This is an optimization exercise on Yosys and OpenROAD, whose aim is small area, not a production implementation. At most, simulation tests tie the RTL to the original design; equivalence was not proved. Power is estimated from default activity; no workload was simulated.

== north ==
Design auto_level_match_gain_core, start of the top module:
module auto_level_match_gain_core (
   input  wire logic         clock,
   input  wire logic         reset,
   input  wire logic         req_valid,
   output logic              req_ready,
   input  wire logic [95:0]  req_data,
   output logic              rsp_valid,
   input  wire logic         rsp_ready,
   output logic [78:0]       rsp_data,
   input  wire logic         csr_wr_en,
   input  wire logic [2:0]   csr_index,
   input  wire logic [47:0]  csr_wdata
);
clock: 10.0 ns
lec_check: 0
cap_margin: 20
core_margin: 2
core_utilization: 70
slew_margin: 20
standard.sh (not shown) runs the stock make flow with config.mk's settings and CLKGATE_MAP_FILE= SYNTH_SCRIPT=/design/flow/synth_recipe.tcl, a recipe that flattens the netlist after the stock synthesis.
==> flow/flow/run.sh <==
#!/bin/bash
# The standard layout (standard.sh, ORFS from synthesis to finish) with three changes
# passed to ORFS through its own variables:
#  - the port buffers are sky130_fd_sc_hd__buf_1 instead of the default choice;
#  - clock tree synthesis uses clkbuf_16 buffers, sink clusters of up to 36 and no dummy loads.
# All of ORFS's output goes to standard.log here; each ORFS step also keeps its own log
# under orfs/logs.
set -euo pipefail
export BUFFER_PORTS_ARGS="-buffer_cell sky130_fd_sc_hd__buf_1"
export CTS_ARGS="-sink_clustering_enable -repair_clock_nets -dont_use_dummy_load -buf_list sky130_fd_sc_hd__clkbuf_16 -sink_clustering_size 36 -sink_clustering_max_diameter 70"
bash standard.sh > standard.log 2>&1
The inputs of south differ from those of north as listed below.
Settings: swapping 20 for 0 in SLEW_MARGIN; swapping 20 for 0 in CAP_MARGIN.
### Flow results
- Net count of the finished layout delta (south -> north): insignificant
- Changes observed in south relative to north: total wire length stayed essentially flat, sequential power share stayed essentially flat.
Inputs modified between south and east:
Settings: SLEW_MARGIN now 20, was 0; CAP_MARGIN now 20, was 0.
==> flow/flow/run.sh <==
#!/bin/bash
# The standard layout (standard.sh, ORFS from synthesis to finish) with three changes
# passed to ORFS through its own variables:
#  - the port buffers are sky130_fd_sc_hd__buf_1 instead of the default choice;
#  - clock tree synthesis uses clkbuf_16 buffers, sink clusters of up to 30 and no dummy loads.
# All of ORFS's output goes to standard.log here; each ORFS step also keeps its own log
# under orfs/logs.
set -euo pipefail
export BUFFER_PORTS_ARGS="-buffer_cell sky130_fd_sc_hd__buf_1"
export CTS_ARGS="-sink_clustering_enable -repair_clock_nets -dont_use_dummy_load -buf_list sky130_fd_sc_hd__clkbuf_16 -sink_clustering_size 30 -sink_clustering_max_diameter 55"
bash standard.sh > standard.log 2>&1
==> run summary <==
Wire length of the first global-routing pass is higher on east. From south to east the numbers moved as follows: part of the total power dissipated in the clock network went up 3.0 points, number of nets in the final layout went up 9, power went up 4.4%.

* * *

## run A
auto_level_match_gain_core, a different RTL version from the one above (not shown whole).
Size in the first run: about 1900 cells after synthesis, about 650 flip-flops, roughly 230 I/O pins, ~0.026 sq mm of cells after synthesis.
Settings: LEC_CHECK=0, CAP_MARGIN=20, CORE_MARGIN=2, CORE_UTILIZATION=70, SLEW_MARGIN=20; clock period 10.0 ns.
==> flow/flow/run.sh <==
#!/bin/bash
# The standard layout (standard.sh, ORFS from synthesis to finish) with three changes
# passed to ORFS through its own variables:
#  - the port buffers are sky130_fd_sc_hd__buf_1 instead of the default choice;
#  - clock tree synthesis uses clkbuf_8 or clkbuf_16 buffers, sink clusters of 20 and no dummy loads.
# All of ORFS's output goes to standard.log here; each ORFS step also keeps its own log
# under orfs/logs.
set -euo pipefail
export BUFFER_PORTS_ARGS="-buffer_cell sky130_fd_sc_hd__buf_1"
export CTS_ARGS="-sink_clustering_enable -repair_clock_nets -dont_use_dummy_load -buf_list \"sky130_fd_sc_hd__clkbuf_8 sky130_fd_sc_hd__clkbuf_16\" -sink_clustering_size 20 -sink_clustering_max_diameter 50"
bash standard.sh > standard.log 2>&1
Run A reached the final stage; the timing, DRC and antenna checks on its layout passed.
Input-level comparison between run B and run A:
--- a/flow/flow/run.sh
+++ b/flow/flow/run.sh
@@ -5 +5 @@
-#  - clock tree synthesis uses clkbuf_8 or clkbuf_16 buffers, sink clusters of 20 and no dummy loads.
+#  - clock tree synthesis uses clkbuf_16 buffers, sink clusters of 24 and no dummy loads.
@@ -10 +10 @@
-export CTS_ARGS="-sink_clustering_enable -repair_clock_nets -dont_use_dummy_load -buf_list \"sky130_fd_sc_hd__clkbuf_8 sky130_fd_sc_hd__clkbuf_16\" -sink_clustering_size 20 -sink_clustering_max_diameter 50"
+export CTS_ARGS="-sink_clustering_enable -repair_clock_nets -dont_use_dummy_load -buf_list sky130_fd_sc_hd__clkbuf_16 -sink_clustering_size 24 -sink_clustering_max_diameter 40"
Results
Run B reports a lower hold slack than run A does.
Final cell area: run B above run A
Against run A, run B comes in 3.1% higher on routed wire length.
STATUS first-pass GRT wire length: run B loses against run A
Taking run A as the reference, in run B net switching power of the design rose by 5.3%; fraction of met3 tracks used by global routing moved up.
Setup changes, run B to run C
--- a/flow/flow/run.sh
+++ b/flow/flow/run.sh
@@ -5 +5 @@
-#  - clock tree synthesis uses clkbuf_16 buffers, sink clusters of 24 and no dummy loads.
+#  - clock tree synthesis uses clkbuf_4 or clkbuf_8 buffers, sink clusters of 12 and no dummy loads.
@@ -10 +10 @@
-export CTS_ARGS="-sink_clustering_enable -repair_clock_nets -dont_use_dummy_load -buf_list sky130_fd_sc_hd__clkbuf_16 -sink_clustering_size 24 -sink_clustering_max_diameter 40"
+export CTS_ARGS="-sink_clustering_enable -repair_clock_nets -dont_use_dummy_load -buf_list \"sky130_fd_sc_hd__clkbuf_4 sky130_fd_sc_hd__clkbuf_8\" -sink_clustering_size 12 -sink_clustering_max_diameter 30"
[summary]
Relative to run B, the data required time at the worst endpoint of run C is higher by 20 ps. Compared with run B, in run C worst hold slack held steady; clock network area share lower; final area saw a decrease. Run C: detailed route wirelength on metal3 is 140 microns higher than what run B reported.
The following lists how run D was set up differently from run C:
--- a/flow/flow/run.sh
+++ b/flow/flow/run.sh
@@ -5 +5 @@
-#  - clock tree synthesis uses clkbuf_4 or clkbuf_8 buffers, sink clusters of 12 and no dummy loads.
+#  - clock tree synthesis uses clkbuf_8 buffers, sink clusters of 16 and no dummy loads.
@@ -10 +10 @@
-export CTS_ARGS="-sink_clustering_enable -repair_clock_nets -dont_use_dummy_load -buf_list \"sky130_fd_sc_hd__clkbuf_4 sky130_fd_sc_hd__clkbuf_8\" -sink_clustering_size 12 -sink_clustering_max_diameter 30"
+export CTS_ARGS="-sink_clustering_enable -repair_clock_nets -dont_use_dummy_load -buf_list sky130_fd_sc_hd__clkbuf_8 -sink_clustering_size 16 -sink_clustering_max_diameter 35"
### Flow results
- Re clock share of power: run D is 2.5 points down on run C.
- Diff run D..run C | share of the synthesized area in compound gates (AO/OA/AOI/OAI) | unchanged
- Run D — logic gate share of total power 0.3 points higher, run C as reference
- Run C → run D: portion of the clock cycle consumed by the worst path in the final layout rose 0.19 points; maximum resistive drop on vdd fell 7.2%; total detailed-routing wirelength fell about 0.8%; multiplexer share of the synthesized area about even.
- On synthesized cell count, run C tracks run D almost exactly.
- Comparing run C with run D, the worst hold slack came out essentially unchanged.
- Taking run C as the reference, in run D sequential share of layout area grew by 0.52 points, utilization after layout shrank by 0.69 points.
No run of this note included a check of the RTL's function; only the layout flow was run.

-- static timing again, ports no longer ideal --
How much do the figures lean on ideal ports? The routed layouts below were timed once more, with nothing changed but the port constraints. Step 1, drivers: a clkbuf_16 drives clock and a buf_2 each remaining input, both assumed. Step 2 moves the port delays by t, midway between the first and last clock arrival at a register: inputs arrive t later, outputs are due t later. That takes back most of the time a late clock gives input paths. Slacks: ideal ports / drivers / drivers and shift; pairs: ideal ports / drivers.
| run | t (ns) | setup slack, ns | worst setup path after step 2 | pins driven straight from the clock port |
|---|---|---|---|---|
| north | 0.633 | 4.042 / 4.042 / 4.042 | register to register | 1 |
| south | 0.633 | 3.983 / 3.983 / 3.983 | register to register | 1 |
| east | 0.609 | 4.029 / 4.029 / 4.029 | register to register | 1 |
| run A | 0.631 | 2.844 / 2.844 / 2.844 | register to register | 1 |
| run B | 0.654 | 2.774 / 2.774 / 2.774 | register to register | 1 |
| run C | 0.685 | 2.929 / 2.929 / 2.929 | register to register | 1 |
| run D | 0.677 | 2.910 / 2.910 / 2.910 | register to register | 1 |
After both steps every run listed still meets setup and hold.
